What follows belongs to an exercise in optimizing a design on an open flow for small area and a short achievable clock period; a production flow would make more cautious choices. RTL that was checked went through simulation tests only; none was proved equivalent to the original. The RTL of runs 2 and 3 was laid out without a check of its function. The flow treats the clock pin as an ideal source. Dropping or thinning the clock tree relies on that and would not hold on a real chip. Power is estimated from default activity; no workload was simulated.

==> design/flow/config.mk <==
export PLATFORM = sky130hd
export DESIGN_NAME = spi_mem_slave
export DESIGN_NICKNAME = spi_mem_slave
export VERILOG_FILES = /design/flow/design.v
export SDC_FILE = /design/flow/constraint.sdc
export NUM_CORES = 4
export LEC_CHECK = 0
export ABC_CLOCK_PERIOD_IN_PS = 1800
export CAP_MARGIN = 20
export CORE_MARGIN = 2
export CORE_UTILIZATION = 45
export CTS_BUF_LIST = sky130_fd_sc_hd__clkbuf_16
export CTS_CLUSTER_DIAMETER = 100
export CTS_CLUSTER_SIZE = 30
export PLACE_DENSITY = 0.6
export SETUP_SLACK_MARGIN = 2.1
export SLEW_MARGIN = 20
==> design/flow/constraint.sdc <==
create_clock -name core_clock -period 4.0 [get_ports {CLK}]
set_input_delay 0.8000 -clock core_clock [delete_from_list [all_inputs] [get_ports {CLK}]]
set_output_delay 0.8000 -clock core_clock [all_outputs]
set_load 0.01 [all_outputs]
==> design/flow/design.v <==
package spi_mem_pkg;
    typedef enum logic [2:0] {
        ADDR,
        CMD,
        WRITE,
        READ,
        DONE
    } state_t;
    localparam logic [7:0] CMD_READ = 8'h00;
    localparam logic [7:0] IDLE_TX  = 8'h00;
endpackage
module spi_bit_engine #(
    parameter int unsigned CPOL      = 0,
    parameter int unsigned CPHA      = 0,
    parameter int unsigned MSB_FIRST = 0
) (
    input  logic       clk,
    input  logic       rst_n,
    input  logic       cs_n,
    input  logic       sck,
    input  logic       mosi,
    input  logic       tx_load,
    input  logic [7:0] tx_byte,
    output logic       miso,
    output logic       active,
    output logic       byte_done,
    output logic       frame_end,
    output logic       frame_err,
    output logic [7:0] rx_byte,
    output logic [7:0] rx_data,
    output logic       last_bit,
    output logic       rx_next_zero,
    output logic [7:0] rx_data_next
);
    localparam bit POL = (CPOL != 0);
    localparam bit PHA = (CPHA != 0);
    localparam bit MSB = (MSB_FIRST != 0);
    logic [1:0] cs_s, sck_s, mosi_s;
    logic       sck_d;
    logic [7:0] rx_sr, tx_reg, rx_next;
    logic [2:0] bitcnt;
    logic       sck_rise, sck_fall, lead, trail;
    logic       sample_ev, shift_ev, cs_fall, cs_rise, tx_bit;
    logic       cs_d;
    assign rx_data = rx_sr;
    assign rx_data_next = rx_next;
    always_comb begin
        sck_rise  = sck_s[1] & ~sck_d;
        sck_fall  = ~sck_s[1] & sck_d;
        lead      = POL ? sck_fall : sck_rise;
        trail     = POL ? sck_rise : sck_fall;
        sample_ev = ~cs_d & (PHA ? trail : lead);
        shift_ev  = ~cs_d & (PHA ? lead : trail);
        cs_fall   = cs_d & ~cs_s[1];
        cs_rise   = ~cs_d & cs_s[1];
        rx_next   = MSB ? {rx_sr[6:0], mosi_s[1]} : {mosi_s[1], rx_sr[7:1]};
        last_bit  = sample_ev && (bitcnt == 3'd7);
        rx_next_zero = (rx_next == 8'd0);
        tx_bit    = MSB ? tx_reg[3'd7 - bitcnt] : tx_reg[bitcnt];
    end
    always_ff @(posedge clk) begin
        mosi_s  <= {mosi_s[0], mosi};
        rx_byte <= rx_next;
        if (sample_ev)
            rx_sr <= rx_next;
    end
    always_ff @(posedge clk or negedge rst_n) begin
        if (!rst_n) begin
            cs_s      <= '1;
            sck_s     <= {2{POL}};
            sck_d     <= POL;
            active    <= 1'b0;
            cs_d      <= 1'b1;
            bitcnt    <= '0;
            tx_reg    <= '0;
            miso      <= 1'b0;
            byte_done <= 1'b0;
            frame_end <= 1'b0;
            frame_err <= 1'b0;
        end else begin
            cs_s      <= {cs_s[0], cs_n};
            sck_s     <= {sck_s[0], sck};
            sck_d     <= sck_s[1];
            active    <= ~cs_s[1];
            cs_d      <= cs_s[1];
            byte_done <= last_bit;
            frame_end <= cs_rise;
            frame_err <= cs_rise && (bitcnt != 3'd0) && !last_bit;
            if (sample_ev)
                bitcnt <= bitcnt + 3'd1;
            if (cs_rise)
                bitcnt <= '0;
            if (tx_load)
                tx_reg <= tx_byte;
            if (shift_ev || (cs_fall && !PHA))
                miso <= tx_bit;
        end
    end
endmodule
module spi_mem_slave #(
    parameter int unsigned CPOL       = 0,
    parameter int unsigned CPHA       = 0,
    parameter int unsigned MSB_FIRST  = 0,
    parameter int unsigned ADDR_BYTES = 2,
    parameter int unsigned MEM_AW     = 8
) (
    input  logic       CLK,
    input  logic       nRESET,
    input  logic       nCS,
    input  logic       SCK,
    input  logic       MOSI,
    output logic       MISO,
    output logic       MISO_OE,
    output logic       busy,
    output logic       rx_valid,
    output logic [7:0] rx_byte,
    output logic       frame_err
);
    logic       s_addr, s_cmd, s_wr, s_rd, a2;
    logic       e_addr, e_cmd, e_dat, e_inc;
    logic [7:0] tgt, tgt_n;     
    logic       byte_done, frame_end, active, tx_load, last_bit, rx_next_zero, rx_zero;
    logic [7:0] tx_byte, rx_data, rx_data_next;
    spi_bit_engine #(
        .CPOL      (CPOL),
        .CPHA      (CPHA),
        .MSB_FIRST (MSB_FIRST)
    ) u_engine (
        .clk          (CLK),
        .rst_n        (nRESET),
        .cs_n         (nCS),
        .sck          (SCK),
        .mosi         (MOSI),
        .tx_load      (tx_load),
        .tx_byte      (tx_byte),
        .miso         (MISO),
        .active       (active),
        .byte_done    (byte_done),
        .frame_end    (frame_end),
        .frame_err    (frame_err),
        .rx_byte      (rx_byte),
        .rx_data      (rx_data),
        .last_bit     (last_bit),
        .rx_next_zero (rx_next_zero),
        .rx_data_next (rx_data_next)
    );
    assign busy     = active;
    assign MISO_OE  = active;
    assign rx_valid = byte_done;
    always_ff @(posedge CLK or negedge nRESET) begin
        if (!nRESET) begin
            e_addr <= 1'b0;
            e_cmd  <= 1'b0;
            e_dat  <= 1'b0;
            e_inc  <= 1'b0;
        end else begin
            e_addr <= last_bit && (frame_end || s_addr);
            e_cmd  <= last_bit && !frame_end && s_cmd;
            e_dat  <= last_bit && !frame_end && (s_rd || s_wr);
            e_inc  <= last_bit && !frame_end && ((s_cmd && rx_next_zero) || s_rd || s_wr);
        end
    end
    always_ff @(posedge CLK)
        rx_zero <= rx_next_zero;
    logic sel_ld;
    assign sel_ld = e_addr && !a2;
    always_comb begin
        tgt_n = tgt;
        if (sel_ld)
            tgt_n = rx_data;
        if (e_inc)
            tgt_n = tgt + 8'd1;
    end
    always_ff @(posedge CLK or negedge nRESET) begin
        if (!nRESET) begin
            s_addr  <= 1'b1;
            s_cmd   <= 1'b0;
            s_wr    <= 1'b0;
            s_rd    <= 1'b0;
            a2      <= 1'b0;
            tx_load <= 1'b0;
        end else begin
            tx_load <= byte_done | frame_end;
            if (e_addr) begin
                a2 <= !a2;
                if (a2) begin
                    s_addr <= 1'b0;
                    s_cmd  <= 1'b1;
                end
            end
            if (e_cmd) begin
                s_cmd <= 1'b0;
                s_rd  <= rx_zero;
                s_wr  <= !rx_zero;
            end
            if (frame_end) begin
                s_addr <= 1'b1;
                s_cmd  <= 1'b0;
                s_wr   <= 1'b0;
                s_rd   <= 1'b0;
                a2     <= 1'b0;
            end
        end
    end
    logic [3:0]   hp;           
    logic         wv;           
    logic [7:0]   wd;
    logic [3:0]   wrow;         
    logic [3:0]   wlo;          
    logic         wissue;
    logic         wfire;        
    logic [15:0]  wsel;         
    logic         fire_new, fire_old, wfire_n;
    logic         ca, cb, ji;   
    logic         rm;           
    logic         rm_n;
    logic         rh, rl, rxc, jl, je;
    logic [3:0]   rsel;         
    logic [7:0]   pf;
    logic [127:0] heads;
    assign wissue   = e_dat && s_wr;
    assign fire_new = ca;
    assign fire_old = wv && !wfire && (ji ? ca : cb);
    assign wfire_n  = wissue ? fire_new : fire_old;
    always_ff @(posedge CLK) begin
        hp    <= hp - 4'd1;
        ca    <= (tgt[3:0] + 4'd3) == hp;
        cb    <= (wlo + 4'd3) == hp;
        ji    <= wissue;
        wfire <= wfire_n;
        for (int r = 0; r < 16; r++)
            wsel[r] <= wissue ? (fire_new && tgt[7:4] == 4'(r)) : (fire_old && wrow == 4'(r));
        if (wissue) begin
            wv   <= 1'b1;
            wd   <= rx_data;
            wrow <= tgt[7:4];
            wlo  <= tgt[3:0];
        end else if (wfire) begin
            wv   <= 1'b0;
        end
        tgt  <= tgt_n;
        rh   <= (tgt[3:0] + 4'd2) == hp;
        rl   <= (rx_data[3:0] + 4'd2) == hp;
        rxc  <= (rx_data_next[3:0] + 4'd2) == hp;
        jl   <= sel_ld;
        je   <= e_inc;
        rm   <= rm_n;
        if (rm)
            pf <= heads[{rsel, 3'd0} +: 8];
    end
    assign rm_n = sel_ld ? rxc      
                : e_inc  ? ca       
                : jl     ? rl       
                : je     ? ca       
                :          rh;      
    always_ff @(posedge CLK or negedge nRESET) begin
        if (!nRESET)
            rsel <= '0;
        else
            rsel <= tgt_n[7:4];
    end
    for (genvar r = 0; r < 16; r++) begin : g_row
        logic [127:0] q;        
        always_ff @(posedge CLK)
            q <= {q[119:0], wsel[r] ? wd : q[127:120]};
        assign heads[8*r +: 8] = q[7:0];
    end
    always_comb begin
        tx_byte = spi_mem_pkg::IDLE_TX;
        if (s_rd)
            tx_byte = pf;
    end
endmodule
==> design/flow/flow/run.sh <==
#!/bin/bash
# Layout flow: the standard flow (standard.sh, all steps), with one change
# after clock tree synthesis: retree.tcl, run by ORFS's CTS step through its
# POST_CTS_TCL hook, rebuilds the top of the clock tree so the clock reaches
# every flip-flop through two buffers instead of three (see retree.tcl).
# The make/ORFS output goes to standard.log here; ORFS's per-step tool logs
# stay under orfs/logs/.
set -euo pipefail
cd "$(dirname "$0")/.."
export POST_CTS_TCL="$PWD/flow/retree.tcl"
bash standard.sh > standard.log 2>&1
==> design/flow/flow/retree.tcl <==
# Runs inside ORFS's CTS step (POST_CTS_TCL), after clock_tree_synthesis and
# its timing repair. TritonCTS builds root -> 8 branch buffers -> leaf buffers
# -> flip-flops. This keeps its leaf buffers and their clusters of flip-flops,
# removes the root and branch buffers (and any dummy loads on them), and drives
# the leaves from NROOT buffers fed straight from the clock port: the leaves are
# split into NROOT groups by position (k-means) and each group's buffer is
# placed at its centre. Every flip-flop still sees the same number of buffers
# (two), so the tree stays balanced; it is only one level shorter.
set nroot 4
set block [ord::get_db_block]
set db [ord::get_db]
set clknet [$block findNet CLK]

proc out_net {inst} {
  foreach it [$inst getITerms] { if {[$it isOutputSignal]} { return [$it getNet] } }
  return "NULL"
}

# Walk the clock network from the port: every cell it passes through is a
# buffer or inverter (one input, one output). Leaves drive flip-flop clock
# pins; dummy loads (output unconnected) and the rest form the upper tree.
set leaves {}
set upper {}
set dummies {}
set todo [list $clknet]
set seen [dict create]
set ok 1
while {[llength $todo]} {
  set net [lindex $todo 0]
  set todo [lrange $todo 1 end]
  foreach s [$net getITerms] {
    if {[$s isOutputSignal]} continue
    set si [$s getInst]
    if {[[$s getMTerm] getName] eq "CLK"} continue
    if {[dict exists $seen [$si getName]]} continue
    dict set seen [$si getName] 1
    set on [out_net $si]
    if {$on == "NULL"} { lappend dummies $si; continue }
    set nclk 0; set nother 0
    foreach t [$on getITerms] {
      if {[$t getInst] == $si} continue
      if {[[$t getMTerm] getName] eq "CLK"} { incr nclk } else { incr nother }
    }
    if {$nclk} { lappend leaves $si } else { lappend upper $si }
    lappend todo $on
  }
}
set ok [expr {[llength $leaves] > $nroot}]
foreach l $leaves {
  foreach t [[out_net $l] getITerms] {
    set ti [$t getInst]
    if {$ti == $l || [[$t getMTerm] getName] eq "CLK" || [lsearch -exact $dummies $ti] >= 0} continue
    set ok 0
  }
}
# The upper tree must be plain (non-inverting) clock buffers, so the new roots
# keep the clock's polarity.
foreach u $upper {
  if {![string match *clkbuf* [[$u getMaster] getName]]} { set ok 0 }
}
set upper [concat $upper $dummies]
puts "retree: [llength $leaves] leaf buffers, [llength $upper] upper clock cells, usable $ok"

if {$ok} {
  set pts {}
  foreach l $leaves {
    set b [$l getBBox]
    lappend pts [list [expr {([$b xMin] + [$b xMax]) / 2.0}] [expr {([$b yMin] + [$b yMax]) / 2.0}]]
  }
  set n [llength $pts]
  set cx 0.0; set cy 0.0
  foreach p $pts { set cx [expr {$cx + [lindex $p 0]}]; set cy [expr {$cy + [lindex $p 1]}] }
  set cx [expr {$cx / $n}]; set cy [expr {$cy / $n}]
  set centers {}
  for {set k 0} {$k < $nroot} {incr k} {
    set a [expr {2 * 3.14159265 * ($k + 0.5) / $nroot}]
    lappend centers [list [expr {$cx + 50000 * cos($a)}] [expr {$cy + 50000 * sin($a)}]]
  }
  for {set it 0} {$it < 50} {incr it} {
    set asg {}
    foreach p $pts {
      set best 0; set bd 1e30
      for {set k 0} {$k < $nroot} {incr k} {
        set c [lindex $centers $k]
        set d [expr {pow([lindex $p 0] - [lindex $c 0], 2) + pow([lindex $p 1] - [lindex $c 1], 2)}]
        if {$d < $bd} { set bd $d; set best $k }
      }
      lappend asg $best
    }
    set nc {}
    for {set k 0} {$k < $nroot} {incr k} {
      set sx 0.0; set sy 0.0; set m 0
      foreach p $pts a $asg {
        if {$a == $k} { set sx [expr {$sx + [lindex $p 0]}]; set sy [expr {$sy + [lindex $p 1]}]; incr m }
      }
      if {$m} { lappend nc [list [expr {$sx / $m}] [expr {$sy / $m}]] } else { lappend nc [lindex $centers $k] }
    }
    set centers $nc
  }

  # Remove the upper tree (its buffers and any dummy loads) and the nets it drove.
  set dead {}
  foreach u $upper {
    set nn [out_net $u]
    if {$nn != "NULL" && $nn != $clknet} { lappend dead $nn }
  }
  foreach l $leaves {
    foreach it [$l getITerms] { if {[[$it getMTerm] getName] eq "A"} { $it disconnect } }
  }
  foreach u $upper { odb::dbInst_destroy $u }
  foreach nn [lsort -unique $dead] { odb::dbNet_destroy $nn }

  # New roots on the clock port, one per group of leaves.
  set mbuf [$db findMaster sky130_fd_sc_hd__clkbuf_16]
  set rnets {}
  for {set k 0} {$k < $nroot} {incr k} {
    set rb [odb::dbInst_create $block $mbuf "clkroot_$k"]
    set c [lindex $centers $k]
    $rb setLocation [expr {int([lindex $c 0])}] [expr {int([lindex $c 1])}]
    $rb setPlacementStatus PLACED
    set rn [odb::dbNet_create $block "clknet_root_$k"]
    $rn setSigType CLOCK
    foreach it [$rb getITerms] {
      set mt [[$it getMTerm] getName]
      if {$mt eq "A"} { $it connect $clknet } elseif {$mt eq "X"} { $it connect $rn }
    }
    lappend rnets $rn
  }
  foreach l $leaves a $asg {
    foreach it [$l getITerms] { if {[[$it getMTerm] getName] eq "A"} { $it connect [lindex $rnets $a] } }
  }
  for {set k 0} {$k < $nroot} {incr k} {
    set m 0; foreach a $asg { if {$a == $k} { incr m } }
    puts "retree: root $k drives $m leaves"
  }

  detailed_placement
  estimate_parasitics -placement
  report_clock_latency
  repair_timing_helper
  detailed_placement
  check_placement -verbose
  estimate_parasitics -placement
  report_clock_latency
  report_worst_slack -max
  report_worst_slack -min
}
==> design/flow/standard.sh <==
#!/bin/bash
# synth_recipe.tcl (not shown) runs the flow's synth.tcl, then flattens the netlist and writes it again
# the make line also repeats each setting of config.mk as NAME=value (left out here)
make -C /OpenROAD-flow-scripts/flow DESIGN_CONFIG=/design/flow/config.mk WORK_HOME=/design/flow/orfs CLKGATE_MAP_FILE= SYNTH_SCRIPT=/design/flow/synth_recipe.tcl "${@:-finish}"
==> results of run 1 <==
## metal layers
metal	up-vias	track usage, %
met5	-	0
met3	95	2.060
li1	8378	-
met1	8275	17.45
met2	211	17.47
met4	0	2.862
## worst register-to-register path: cells and delay by family, from the launching register on
family	cells	cell delay (ns)
muxes	1	0.56
DFF	1	0.46
AOI/OAI and AO/OA	1	0.26
buffers and inverters	1	0.20
and+or+nand+nor	1	0.11
## final timing paths
| path | start | endpoint | cells after the start |
|---|---|---|---|
| max | u_engine.byte_done | rx_valid | 1 |
| min | g_row[2].q[86] | g_row[2].q[94] | 0 |
| max reg2reg | rsel[0] | pf[0] | 4 |
| min reg2reg | g_row[2].q[86] | g_row[2].q[94] | 0 |
| max in group asynchronous | nRESET | rsel[0] | 1 |
| min in group asynchronous | nRESET | u_engine.frame_err | 1 |
## stage by stage
stage	cell area [µm²]	hold WS, ns	std cells	total power, mW
floorplan	47840	0.3096	2611	22.14
global placement	49550	0.3095	3974	22.17
detailed placement	49550	0.3121	3974	22.17
global route	51520	0.2743	4059	31.77
finish	51520	0.2800	4059	30.74
## cells in the final DEF (no fill, tap or decap), drive strengths merged, types with 3 or more instances in the layout
master / count
nor4: 5
ha: 12
xnor2: 16
mux4: 34
nand3: 13
and3: 4
and2: 3
dfxtp: 2094
o21ai: 16
clkbuf: 77
inv: 23
a21oi: 8
a22oi: 17
nor3: 3
o22ai: 16
mux2: 128
nor2: 16
xor2: 16
nand2: 26
nand2b: 10
dfstp: 4
clkdlybuf4s50: 3
edfxtp: 36
nand4: 3
buf: 24
or2: 3
dfrtp: 32
a211oi: 3
mux2i: 6
## final cells by class, clock buffers not listed
cell class	instances	share of cell area, %
plain buffers	4	0.1943
inverters	24	0.1821
multi-input cells	374	7.077
flip-flops and latches	2166	85.24
well taps	1391	3.378
repair buffers	27	0.3837
## power groups by stage
stage	Clock (mW)	Sequential (mW)	Combinational, mW
after floorplan	0	22.1	0.0177
final	9.07	21.6	0.0369
after detailed placement	0	22.1	0.0399
after global routing	10.1	21.6	0.0422
after global placement	0	22.1	0.0384
## logic make-up (layout without fill, tap and decap cells)
logic type	Yosys count	in the layout	synth area share, %
muxes	168	168	4.739
adders and majority gates	12	12	0.3138
and+or+nand+nor	95	95	1.028
AOI/OAI and AO/OA	67	67	0.9285
DFF	2166	2166	91.78
buffers and inverters	71	128	0.6251
xor gates and xnor gates	32	32	0.5858
==> impl_metrics.tcl, run 1 <==
set metrics [dict create \
    syn_inst 2611 \
    r2r_setup_slack_ns 2.17 \
    vias 16960 \
    intPower_mw 25.07 \
    die_area_mm2 0.1089 \
    synth.cells.most_frequent "2,094 x dfxtp_1, 128 x mux2_2, 36 x edfxtp_1" \
    initial_core_util_pct 45.38 \
    finalWorstSetupSlack_ns 2.170 \
    met2_length_um 26650 \
    core_area_mm2 0.1054 \
    cp_num_buf_inv 1 \
    switching_share_pct 18.44 \
    drc 0 \
    final_max_slew_viol_count 0 \
    routabilityCongestion 0.7614 \
    fin_util_pct 48.87 \
    die_w_um 330.1 \
    overflow 0 \
    ys_ff_latch 2166 \
    clk_pin_slew_ns 0.11 \
    gr-usage-all-layers_pct 11.62 \
    routed-wl-met3_um 2173 \
    multiInputGateArea_mm2 0.003646 \
    first_global_vias 16850 \
    port_buffers 17 \
    ios 18 \
    wl_met1_um 33130 \
    grt_pass1_wl_um 97570 \
    drive_above_1_share_pct 10.57 \
    finalSetupViolCount 0 \
    fmaxAchievable_mhz 546.4 \
    regMostFlops "g_row.q" \
    p_leak_nw 20.17 \
    synth.top_cell.area_share_pct 87.63 \
    ys_warn_count 2 \
    grt_max_degree 37 \
    die_y_um 330.1 \
    power.share.clock_pct 29.5 \
    nFillCells 8586 \
    relSlewSlack_pct 38.21 \
    synthFlopType "dfxtp_1" \
    critPathMaxFanout 2 \
    dp_hpwl_um 38900 \
    skew_ns 0.04392 \
    ir_drop_mv 0.4208 \
    reg_top3 "g_row.q x2048, wsel x16" \
    final.setup.tns_ns 0 \
    synth_area_mm2 0.04784 \
    synth_top_cell_by_area "dfxtp_1" \
    pre_cts_ws_ns 1.553 \
    top_layer "met4" \
    ff_latch_area_mm2 0.04391 \
    power_frac_seq_pct 70.4 \
    combPwrFrac_pct 0.1 \
    cp.required_ns 3.20 \
    clkSinkCount 2166 \
    layout.nets 2687 \
    synthDistinctLibCells 47 \
    synthArstFlopShare_pct 1.662 \
    synth_area_leaders "dfxtp_1 88%, mux2_2 3.0%, edfxtp_1 2.3%" \
    antenna_left 0 \
    rows 119 \
    worst_pin_slew_ns 0.9268 \
    syn_to_final_growth_pct 7.689 \
    worstSetupPathType "reg2out" \
    power_density_mw_per_mm2 596.6 \
    yosysSeqAreaShare_pct 91.78 \
    path_cells "buf_2" \
    antenna_found_initial 5 \
    cap_violations 0 \
    dr.first_iter.drc_count 969 \
    synth_most_common_cell "dfxtp_1" \
    syn_area_per_cell_um2 18.32 \
    cp_top_family "flip-flops" \
    synth_edf_count 36 \
    period_share_pct 45.76 \
    power_switching_mw 5.666 \
    arrival_ns 1.03 \
    synth_nets 2628 \
    worstHoldPathType "reg2reg" \
    diodes 0 \
    final-hold-violation-count 0 \
    cp-end-kind "primary output" \
    finalCriticalPeriod_ns 1.830 \
    clkLatencyLatePin_ns 0.53 \
    wl_per_cell_um 15.60 \
    wirelength_um 63330 \
    rsz0062_at_grt "false" \
    max_stage_delay_ns 0.39 \
    cp_slowest_cell "dfrtp_1" \
    drt_pass1_iterations 18 \
    drt-vias-per-instance 4.178 \
    run_status "timing/DRC/antenna clean" \
    start_kind "flip-flop" \
    largest_reg_flops 2048 \
]
==> run 2, diff against run 1 <==
--- a/design/flow/design.v
+++ b/design/flow/design.v
@@ -217,4 +217,6 @@
     logic         rh, rl, rxc, jl, je;
     logic [3:0]   rsel;         
+    logic [7:0]   hs;           
+    logic         rmd;          
     logic [7:0]   pf;
     logic [127:0] heads;
@@ -246,6 +248,8 @@
         je   <= e_inc;
         rm   <= rm_n;
-        if (rm)
-            pf <= heads[{rsel, 3'd0} +: 8];
+        hs   <= heads[{rsel, 3'd0} +: 8];
+        rmd  <= rm;
+        if (rmd)
+            pf <= hs;
     end
     assign rm_n = sel_ld ? rxc      
@@ -269,5 +273,5 @@
         tx_byte = spi_mem_pkg::IDLE_TX;
         if (s_rd)
-            tx_byte = pf;
+            tx_byte = rmd ? hs : pf;
     end
 endmodule
==> run 2 against run 1 <==
Compared with the run above:
- synthesized area is 0.41% higher
- fmax decreased by 6.5%
- clock power increased by 0.7%
- core utilization is 0.17 points higher
- routed wire length rose by 3.9%
- via count increased by 1.1%
- sequential power about the same
- first-iteration DRC count up 2.6%
- sequential cell count grew 9
- largest cell class unchanged
- largest power group unchanged
==> impl_metrics.tcl, run 2 <==
set metrics [dict create \
    run_status "timing/DRC/antenna clean" \
    worstHoldPathType "reg2reg" \
    die_y_um 330.7 \
    period_share_pct 48.91 \
    intPower_mw 25.19 \
    rr_startpoint "rsel[0]" \
    regMostFlops "g_row.q" \
    ys_warn_count 2 \
    skew_ns 0.06045 \
    syn_inst 2629 \
    overflow 0 \
    wl_per_cell_um 16.14 \
    first_global_vias 17120 \
    max_stage_delay_ns 0.45 \
    synth_area_mm2 0.04803 \
    ys_ff_latch 2175 \
    combPwrFrac_pct 0.1 \
    finalWorstSetupSlack_ns 2.044 \
    clkSinkCount 2175 \
    synth.top_cell.area_share_pct 87.98 \
    drive_above_1_share_pct 10.92 \
    synth_area_leaders "dfxtp_1 88%, mux2_2 3.2%, edfxtp_1 1.8%" \
    port_buffers 17 \
    critPathLaunch "u_engine.byte_done" \
    syn_to_final_growth_pct 7.786 \
    synth.cells.most_frequent "2,111 x dfxtp_1, 136 x mux2_2, 36 x clkbuf_1" \
    power_density_mw_per_mm2 596.5 \
    dp_hpwl_um 40990 \
    gr-usage-all-layers_pct 12.07 \
    drt_pass1_iterations 5 \
    synth_top_cell_by_area "dfxtp_1" \
    clkLatencyLatePin_ns 0.49 \
    reg_top3 "g_row.q x2048, wsel x16" \
    rr_worst_depth 4 \
    power_frac_seq_pct 70.3 \
    finalSetupViolCount 0 \
    multiInputGateArea_mm2 0.003732 \
    rsz0062_at_grt "true" \
    antenna_found_initial 6 \
    routabilityCongestion 0.7719 \
    final_common_cell "dfxtp_1" \
    layout.nets 2703 \
    yosysSeqAreaShare_pct 91.62 \
    worstSetupPathType "reg2out" \
    ff_latch_area_mm2 0.04402 \
    worstReg2RegEnd "hs[0]" \
    die_area_mm2 0.1094 \
    most-common-layout-cells "2,107 x dfxtp_1, 136 x mux2_2, 78 x clkbuf_16" \
    final_max_slew_viol_count 0 \
    synth_nets 2646 \
    grt_max_degree 37 \
    pre_cts_ws_ns 1.745 \
    grt_pass1_wl_um 101100 \
    relSlewSlack_pct 33.94 \
    fmaxAchievable_mhz 511.1 \
    path_cells "buf_2" \
    drc 0 \
    start_kind "flip-flop" \
    synth_edf_count 28 \
    critPathMaxFanout 2 \
    synthDistinctLibCells 47 \
    wirelength_um 65810 \
    arrival_ns 1.16 \
    r2r_setup_slack_ns 2.18 \
    whs_path_depth 0 \
    clk_pin_slew_ns 0.11 \
    worst_pin_slew_ns 0.9910 \
    synth_most_common_cell "dfxtp_1" \
    cp.required_ns 3.20 \
    p_leak_nw 20.27 \
    cp-end-kind "primary output" \
    power.share.clock_pct 29.6 \
    drt-vias-per-instance 4.207 \
    crit_path_end "rx_valid" \
    finalCriticalPeriod_ns 1.956 \
    vias 17150 \
    cap_violations 0 \
    cp_slowest_cell "dfrtp_1" \
    core_area_mm2 0.1056 \
    cp_top_family "flip-flops" \
    ir_drop_mv 0.4592 \
    final.setup.tns_ns 0 \
    path_depth 1 \
    synthArstFlopShare_pct 1.655 \
    synthFlopType "dfxtp_1" \
    hold_slack_ns 0.2594 \
    rows 119 \
    final-hold-violation-count 0 \
    cp_num_buf_inv 1 \
    ios 18 \
    syn_area_per_cell_um2 18.27 \
    die_w_um 330.7 \
    largest_reg_flops 2048 \
    nFillCells 8600 \
    initial_core_util_pct 45.50 \
    dr.first_iter.drc_count 994 \
    power_switching_mw 5.691 \
    antenna_left 0 \
    switching_share_pct 18.43 \
]
-- run 2: changes by cell type in the layout (fill, tap and decap cells not counted), moves of 2 or more --
cell / before / now
edfxtp_1: 36 / 28
mux2_2: 128 / 136
buf_2: 13 / 8
dfxtp_1: 2093 / 2107
buf_6: 2 / 6
buf_4: 8 / 5
dfxtp_2: 1 / 4
diode_2: 0 / 2
-- run 2: kinds of logic (layout without fill, tap and decap cells) --
kind of cell / Yosys count / in the layout / synth area share, %
DFF: 2175 / 2175 / 91.62
and+or+nand+nor: 95 / 95 / 1.024
buffers and inverters: 72 / 127 / 0.6304
xor gates and xnor gates: 32 / 32 / 0.5835
other: 0 / 2 / 0
muxes: 176 / 176 / 4.908
adders and majority gates: 12 / 12 / 0.3126
AOI/OAI and AO/OA: 67 / 67 / 0.9247
-- run 2: per-stage QoR --
stage	power, mW	cell area [µm²]	std cells	utilization, %
finish	30.88	51770	4077	49.04
global route	31.97	51770	4075	49.04
detailed placement	22.25	49750	3992	47.13
global placement	22.25	49750	3992	47.13
floorplan	22.22	48030	2629	-
-- run 2: how the worst min path moves through the flow --
stage                    start              end
6_report        g_row[1].q[55]   g_row[1].q[63]
3_3_place_gp    g_row[5].q[83]   g_row[5].q[91]
2_1_floorplan   g_row[0].q[92]  g_row[0].q[100]
5_1_grt         g_row[2].q[71]   g_row[2].q[79]
3_5_place_dp   g_row[12].q[12]  g_row[12].q[20]
-- run 2: worst register-to-register path, cell delays in order, from the launching register on --
cell and delay [ns]:
dfrtp_4 0.52, buf_12 0.17, mux4_2 0.52, a22oi_1 0.36, nand2_1 0.09
-- run 2: cell type report, clock buffers not listed --
class	count	area share (%)
antenna	2	0.009667
tap	1391	3.362
sequential	2175	85.02
buffer	4	0.1933
multi-input combinational	382	7.209
timing repair buffer	25	0.4447
inverter	24	0.1813
-- run 2: metal layers --
layer  vias to the layer above  GRT usage, %  part of all wire (%)
met3                       122         1.731                   3.2
li1                       8426             -                     -
met5                         -             0                     0
met2                       221         18.54                    43
met4                         0         4.161                   3.2
met1                      8381         17.58                    51
-- run 2: power groups by stage --
stage                     combinational [mW]  sequential, mW  clock [mW]
final                                 0.0377            21.7        9.13
after detailed placement              0.0397            22.2           0
after global routing                  0.0419            21.7        10.2
after floorplan                       0.0178            22.2           0
after global placement                0.0379            22.2           0
==> run 3, diff against run 2 <==
--- a/design/flow/design.v
+++ b/design/flow/design.v
@@ -210,5 +210,4 @@
     logic         wissue;
     logic         wfire;        
-    logic [15:0]  wsel;         
     logic         fire_new, fire_old, wfire_n;
     logic         ca, cb, ji;   
@@ -217,6 +216,4 @@
     logic         rh, rl, rxc, jl, je;
     logic [3:0]   rsel;         
-    logic [7:0]   hs;           
-    logic         rmd;          
     logic [7:0]   pf;
     logic [127:0] heads;
@@ -231,6 +228,4 @@
         ji    <= wissue;
         wfire <= wfire_n;
-        for (int r = 0; r < 16; r++)
-            wsel[r] <= wissue ? (fire_new && tgt[7:4] == 4'(r)) : (fire_old && wrow == 4'(r));
         if (wissue) begin
             wv   <= 1'b1;
@@ -248,8 +243,6 @@
         je   <= e_inc;
         rm   <= rm_n;
-        hs   <= heads[{rsel, 3'd0} +: 8];
-        rmd  <= rm;
-        if (rmd)
-            pf <= hs;
+        if (rm)
+            pf <= heads[{rsel, 3'd0} +: 8];
     end
     assign rm_n = sel_ld ? rxc      
@@ -267,5 +260,5 @@
         logic [127:0] q;        
         always_ff @(posedge CLK)
-            q <= {q[119:0], wsel[r] ? wd : q[127:120]};
+            q <= {q[119:0], (wfire && wrow == 4'(r)) ? wd : q[127:120]};
         assign heads[8*r +: 8] = q[7:0];
     end
@@ -273,5 +266,5 @@
         tx_byte = spi_mem_pkg::IDLE_TX;
         if (s_rd)
-            tx_byte = rmd ? hs : pf;
+            tx_byte = pf;
     end
 endmodule
==> run 3 against run 2 <==
Compared with the run above:
- worst hold slack lost 0.0093 ns
- global-route usage shrank 0.32 points
- core utilization grew 0.11 points
- still clean
- routed wire length shrank 3.1%
- via count shrank 1.0%
==> impl_metrics.tcl, run 3 <==
set metrics [dict create \
    routabilityCongestion 0.7851 \
    antenna_left 0 \
    synth_area_mm2 0.04757 \
    dp_hpwl_um 40050 \
    gr-usage-all-layers_pct 11.75 \
    die_w_um 329.1 \
    syn_inst 2578 \
    clk_pin_slew_ns 0.10 \
    start_kind "flip-flop" \
    stdcell_count 4057 \
    worst_pin_slew_ns 1.166 \
    power_switching_mw 5.578 \
    finalSetupViolCount 0 \
    cp.required_ns 3.20 \
    finalWorstSetupSlack_ns 2.028 \
    regMostFlops "g_row.q" \
    worstSetupPathType "reg2out" \
    worstHoldPathType "reg2reg" \
    yosysSeqAreaShare_pct 91.63 \
    synth.top_cell.area_share_pct 87.45 \
    ys_ff_latch 2150 \
    hold_slack_ns 0.2501 \
    combPwrFrac_pct 0.1 \
    run_status "timing/DRC/antenna clean" \
    dp_cells 3953 \
    drt_pass1_iterations 5 \
    cp-end-kind "primary output" \
    syn_to_final_growth_pct 8.617 \
    nFillCells 8693 \
    ff_latch_area_mm2 0.04360 \
    first_global_vias 16560 \
    synthFlopType "dfxtp_1" \
    relSlewSlack_pct 22.26 \
    cp_top_family "flip-flops" \
    syn_area_per_cell_um2 18.45 \
    final-hold-violation-count 0 \
    synthArstFlopShare_pct 1.674 \
    most-common-layout-cells "2,074 x dfxtp_1, 106 x mux2_2, 77 x clkbuf_16" \
    drt-vias-per-instance 4.184 \
    clkSinkCount 2150 \
    synthDistinctLibCells 54 \
    ys_warn_count 2 \
    grt_max_degree 37 \
    overflow 0 \
    synth_top_cell_by_area "dfxtp_1" \
    synth_most_common_cell "dfxtp_1" \
    power_frac_seq_pct 70.4 \
    fmaxAchievable_mhz 507.2 \
    pre_cts_ws_ns 1.521 \
    ir_drop_mv 0.4767 \
    port_buffers 17 \
    die_y_um 329.1 \
    antenna_found_initial 10 \
    drive_above_1_share_pct 11.99 \
    drc 0 \
    final_common_cell "dfxtp_1" \
    cp_num_buf_inv 1 \
    finalCriticalPeriod_ns 1.972 \
    multiInputGateArea_mm2 0.003815 \
    arrival_ns 1.17 \
    skew_ns 0.09502 \
    synth_edf_count 36 \
    use_met2_pct 16.64 \
    layout.nets 2680 \
    max_stage_delay_ns 0.51 \
    intPower_mw 24.90 \
    globalRouteMet3Util_pct 2.120 \
    final.setup.tns_ns 0 \
    initial_core_util_pct 45.25 \
    p_leak_nw 20.40 \
    period_share_pct 49.29 \
    die_area_mm2 0.1083 \
    wl_per_cell_um 15.72 \
    path_cells "buf_6" \
    switching_share_pct 18.30 \
    rows 119 \
    ios 18 \
    cap_violations 0 \
    core_area_mm2 0.1051 \
    wirelength_um 63760 \
    synth_area_leaders "dfxtp_1 87%, mux2_2 2.5%, edfxtp_1 2.3%" \
    vias 16970 \
    clkLatencyLatePin_ns 0.54 \
    grt_pass1_wl_um 96900 \
    synth_nets 2595 \
    rsz0062_at_grt "true" \
    final_max_slew_viol_count 0 \
    busiest_layer "met1" \
    use_met1_pct 18.26 \
    critPathMaxFanout 2 \
    power.share.clock_pct 29.5 \
    synth.cells.most_frequent "2,078 x dfxtp_1, 106 x mux2_2, 36 x edfxtp_1" \
    largest_reg_flops 2048 \
    cp_slowest_cell "dfrtp_2" \
    power_density_mw_per_mm2 590.0 \
    dr.first_iter.drc_count 857 \
]
-- run 3: cell types whose count changed after synthesis, sizes merged, moves of 6 or more --
cell and delta:
mux2 -6, clkbuf -17, edfxtp +8, nor3 +7, o22ai -14, inv +7
dfxtp -33
-- run 3: area by class of cell, clock buffers not listed --
class	instances	share of cell area (%)
Antenna cell	5	0.02422
Tap cell	1391	3.368
Timing Repair Buffer	42	0.8887
Multi-Input combinational cell	362	7.383
Inverter	30	0.2179
Buffer	4	0.1937
Sequential cell	2150	84.39
-- run 3: kinds of logic after synthesis --
logic type	after synthesis	synth area share, %
fa+ha+maj	12	0.3156
compound gates	54	0.7575
mux	171	4.998
simple gates	96	1.165
buf+inv	66	0.6023
xor+xnor	29	0.5340
flops	2150	91.63
-- run 3: path summary, 6_finish.rpt --
kind / slack [ns] / depth (start not counted) / to / start
min in group asynchronous: 0.36 / 1 / u_engine.frame_end / nRESET
worst min-delay path: 0.25 / 0 / g_row[9].q[39] / g_row[9].q[31]
worst max-delay path: 2.03 / 1 / MISO_OE / u_engine.active
max in group asynchronous: 3.03 / 1 / u_engine.miso / nRESET
worst max register to register: 2.11 / 4 / pf[1] / rsel[0]
worst min register to register: 0.25 / 0 / g_row[9].q[39] / g_row[9].q[31]
-- run 3: metrics by stage --
stage                     util (%)  total power, mW  area [µm²]
after floorplan                  -            21.97       47570
after global placement       46.92            22.00       49320
after detailed placement     46.94            22.00       49340
after global routing         49.14            31.57       51660
final                        49.15            30.48       51670
-- run 3: power groups by stage --
stage	combinational [mW]	sequential [mW]	clock, mW
after floorplan	0.0173	22.0	0
after global placement	0.0321	22.0	0
after detailed placement	0.0337	22.0	0
after global routing	0.0370	21.5	10.0
final	0.0331	21.5	8.98
-- run 3: layer usage --
| metal | wire length (µm) | up-vias |
|---|---|---|
| met1 | 33950 | 8267 |
| met3 | 2366 | 116 |
| met4 | 1826 | 0 |
| li1 | - | 8358 |
| met5 | 0 | - |
| met2 | 25620 | 232 |
-- run 3: worst register-to-register path, stage by stage (launching register included) --
cell     delay (ns)
dfrtp_4        0.48
buf_12         0.15
mux4_2         0.51
a22oi_1        0.38
nand2_1        0.12
==> run 4, diff against run 3 <==
--- a/design/flow/design.v
+++ b/design/flow/design.v
@@ -165,4 +165,8 @@
     logic sel_ld;
     assign sel_ld = e_addr && !a2;
+    logic [7:0] tgt_inc;
+    always_comb
+        for (int i = 0; i < 8; i++)
+            tgt_inc[i] = tgt[i] ^ ((tgt & ((8'd1 << i) - 8'd1)) == ((8'd1 << i) - 8'd1));
     always_comb begin
         tgt_n = tgt;
@@ -170,5 +174,5 @@
             tgt_n = rx_data;
         if (e_inc)
-            tgt_n = tgt + 8'd1;
+            tgt_n = tgt_inc;
     end
     always_ff @(posedge CLK or negedge nRESET) begin
@@ -210,4 +214,5 @@
     logic         wissue;
     logic         wfire;        
+    logic [15:0]  wsel;         
     logic         fire_new, fire_old, wfire_n;
     logic         ca, cb, ji;   
@@ -215,5 +220,7 @@
     logic         rm_n;
     logic         rh, rl, rxc, jl, je;
-    logic [3:0]   rsel;         
+    logic [15:0]  roh;          
+    logic [15:0]  roh_n;
+    logic [7:0]   hsel;
     logic [7:0]   pf;
     logic [127:0] heads;
@@ -228,4 +235,6 @@
         ji    <= wissue;
         wfire <= wfire_n;
+        for (int r = 0; r < 16; r++)
+            wsel[r] <= wissue ? (fire_new && tgt[7:4] == 4'(r)) : (fire_old && wrow == 4'(r));
         if (wissue) begin
             wv   <= 1'b1;
@@ -243,6 +252,7 @@
         je   <= e_inc;
         rm   <= rm_n;
+        roh  <= roh_n;
         if (rm)
-            pf <= heads[{rsel, 3'd0} +: 8];
+            pf <= hsel;
     end
     assign rm_n = sel_ld ? rxc      
@@ -251,14 +261,20 @@
                 : je     ? ca       
                 :          rh;      
-    always_ff @(posedge CLK or negedge nRESET) begin
-        if (!nRESET)
-            rsel <= '0;
-        else
-            rsel <= tgt_n[7:4];
+    always_comb begin
+        roh_n = roh;
+        if (sel_ld)
+            roh_n = 16'd1 << rx_data[7:4];
+        if (e_inc && tgt[3:0] == 4'hf)
+            roh_n = {roh[14:0], roh[15]};
+    end
+    always_comb begin
+        hsel = '0;
+        for (int r = 0; r < 16; r++)
+            hsel = hsel | ({8{roh[r]}} & heads[8*r +: 8]);
     end
     for (genvar r = 0; r < 16; r++) begin : g_row
         logic [127:0] q;        
         always_ff @(posedge CLK)
-            q <= {q[119:0], (wfire && wrow == 4'(r)) ? wd : q[127:120]};
+            q <= {q[119:0], wsel[r] ? wd : q[127:120]};
         assign heads[8*r +: 8] = q[7:0];
     end
==> run 4 against run 3 <==
Compared with the run above:
- worst setup slack better by 0.13 ns
- sequential power hardly changed
- sequential cell count is 28 higher
- fmax is 7.1% higher
- clock power is 2% higher
- sequential share of layout area is 1.0 points higher
- die area is 1.3% higher
- clock skew is 0.036 ns lower
- global-route usage is 0.62 points higher
- routed wire length is 8.2% higher
- final area is 0.48% higher
==> impl_metrics.tcl, run 4 <==
set metrics [dict create \
    run_status "timing/DRC/antenna clean" \
    rsz0062_at_grt "false" \
    synthFlopType "dfxtp_1" \
    relSlewSlack_pct 22.51 \
    worstHoldPathType "reg2reg" \
    clkLatencyLatePin_ns 0.50 \
    drt-vias-per-instance 4.300 \
    cp_top_family "flip-flops" \
    wl_per_cell_um 16.72 \
    die_area_mm2 0.1098 \
    syn_to_final_growth_pct 7.679 \
    reg_top3 "g_row.q x2048, roh x16, wsel x16" \
    arrival_ns 1.04 \
    worstSetupPathType "reg2out" \
    port_buffers 17 \
    final-hold-violation-count 0 \
    synth_nets 2693 \
    fin_util_pct 48.70 \
    start_kind "flip-flop" \
    cp_num_buf_inv 1 \
    wirelength_um 68960 \
    period_share_pct 46.03 \
    synth_most_common_cell "dfxtp_1" \
    regMostFlops "g_row.q" \
    ys_ff_latch 2178 \
    vias 17740 \
    clkSinkCount 2178 \
    drc 0 \
    grt_max_degree 33 \
    syn_area_per_cell_um2 18.03 \
    cp_slowest_cell "dfrtp_1" \
    first_global_vias 17290 \
    layout.nets 2738 \
    multiInputGateArea_mm2 0.003588 \
    synth.top_cell.area_share_pct 86.78 \
    clk_pin_slew_ns 0.11 \
    power_density_mw_per_mm2 595.7 \
    dp_hpwl_um 43820 \
    path_cells "buf_2" \
    overflow 0 \
    use_met1_pct 18.79 \
    use_met2_pct 18.17 \
    most-common-layout-cells "2,085 x dfxtp_1, 135 x mux2_2, 78 x clkbuf_16" \
    finalSetupViolCount 0 \
    final_max_slew_viol_count 0 \
    core_area_mm2 0.1066 \
    finalCriticalPeriod_ns 1.841 \
    design_area_mm2 0.05192 \
    gr-usage-all-layers_pct 12.37 \
    cp.required_ns 3.20 \
    ff_latch_area_mm2 0.04433 \
    routabilityCongestion 0.8423 \
    antenna_found_initial 10 \
    worst_pin_slew_ns 1.162 \
    critPathMaxFanout 2 \
    p_leak_nw 20.33 \
    yosysSeqAreaShare_pct 91.94 \
    place_area_mm2 0.04994 \
    die_y_um 331.3 \
    synthDistinctLibCells 46 \
    p_total_mw 30.92 \
    drive_above_1_share_pct 9.275 \
    die_w_um 331.3 \
    ys_warn_count 2 \
    max_stage_delay_ns 0.40 \
    cap_violations 0 \
    ir_drop_mv 0.4468 \
    synth.cells.most_frequent "2,090 x dfxtp_1, 135 x mux2_2, 56 x edfxtp_1" \
    ios 18 \
    synth_edf_count 56 \
    busiest_layer "met1" \
    globalRouteMet3Util_pct 2.146 \
    synth_top_cell_by_area "dfxtp_1" \
    rows 120 \
    final_common_cell "dfxtp_1" \
    initial_core_util_pct 45.23 \
    dr.first_iter.drc_count 1160 \
    largest_reg_flops 2048 \
    grt_pass1_wl_um 103800 \
    final.setup.tns_ns 0 \
    skew_ns 0.05933 \
    antenna_left 0 \
    nFillCells 8768 \
    synth_area_leaders "dfxtp_1 87%, edfxtp_1 3.5%, mux2_2 3.2%" \
    fmaxAchievable_mhz 543.2 \
    cp-end-kind "primary output" \
    synthArstFlopShare_pct 1.469 \
    drt_pass1_iterations 5 \
    hold_slack_ns 0.2548 \
    synth_area_mm2 0.04821 \
    syn_inst 2674 \
]
## run 4: changes by cell type after synthesis, moves of 12 or more
cell,before,now
mux4_2,33,0
a22o_1,0,33
clkbuf_1,19,49
a22oi_1,18,2
dfxtp_1,2078,2090
mux2_2,106,135
a221oi_1,0,32
edfxtp_1,36,56
mux2_4,24,0
o32ai_1,0,16
## run 4: path summary, 6_finish.rpt
| kind | start | end | slack (ns) | depth (start not counted) |
|---|---|---|---|---|
| max | u_engine.byte_done | rx_valid | 2.16 | 1 |
| min | g_row[0].q[45] | g_row[0].q[53] | 0.25 | 0 |
| max reg2reg | roh[4] | pf[6] | 2.16 | 3 |
| min reg2reg | g_row[0].q[45] | g_row[0].q[53] | 0.25 | 0 |
| max in group asynchronous | nRESET | u_engine.cs_s[1] | 2.98 | 2 |
| min in group asynchronous | nRESET | e_cmd | 0.67 | 2 |
## run 4: power by group
| group | switching [mW] | internal, mW | total (mW) |
|---|---|---|---|
| combinational | 0.0164 | 0.0127 | 0.0291 |
| sequential | 0.0115 | 21.8 | 21.8 |
| clock | 5.64 | 3.48 | 9.12 |
## run 4: stage by stage
stage / setup WS (ns) / instances
after floorplan: 2.248 / 2674
final: 2.159 / 4125
after detailed placement: 1.910 / 4040
after global placement: 1.944 / 4040
after global routing: 2.103 / 4120
## run 4: cells by family (layout without fill, tap and decap cells)
group                    Yosys count  in the layout  synth area share [%]
flip-flops                      2178           2178                 91.94
multiplexers                     138            138                 3.283
AO/OA/AOI/OAI                    128            128                 2.115
AND/OR/NAND/NOR                  102            102                 1.093
buffers and inverters             85            128                0.6825
XOR/XNOR                          29             29                0.5268
adder cells (fa/ha/maj)           14             14                0.3633
other                              0              5                     0
## run 4: area by class of cell, clock buffers not listed
cell class,instances,share of cell area (%)
multi-input combinational,411,6.912
buffer,4,0.1928
timing repair buffer,21,0.3205
tap,1403,3.381
antenna,5,0.02410
inverter,29,0.2097
sequential,2178,85.39
## run 4: per-layer routing
layer	share of wire, %	up-vias
met3	4.4	118
li1	-	8656
met4	2.7	0
met1	51	8663
met2	42	302
met5	0	-

afterwards: timing with drivers on the ports:
No port has a modelled driver above. Below, the same layouts with a new extraction and two added sets of constraints.
Step 1: set_driving_cell puts a clkbuf_16 on CLK and a buf_2 on each other input, an assumption about the parent block.
Step 2 times the ports against the registers' clock, not the clock port: input delays grow and output delays shrink by t, the midpoint of the rising clock arrivals with the driver on.
Slacks: ideal ports / drivers / drivers and shift; pairs: ideal ports / drivers.
| run | t, ns | setup slack, ns | worst data-port slew with drivers (ns) |
|---|---|---|---|
| run 1 | 0.645 | 2.170 / 2.027 / 2.170 | 0.04 |
| run 2 | 0.625 | 2.044 / 1.906 / 2.183 | 0.03 |
| run 3 | 0.629 | 2.028 / 1.892 / 2.108 | 0.03 |
| run 4 | 0.629 | 2.159 / 2.020 / 2.164 | 0.03 |
After both steps setup and hold are still met in every run listed.
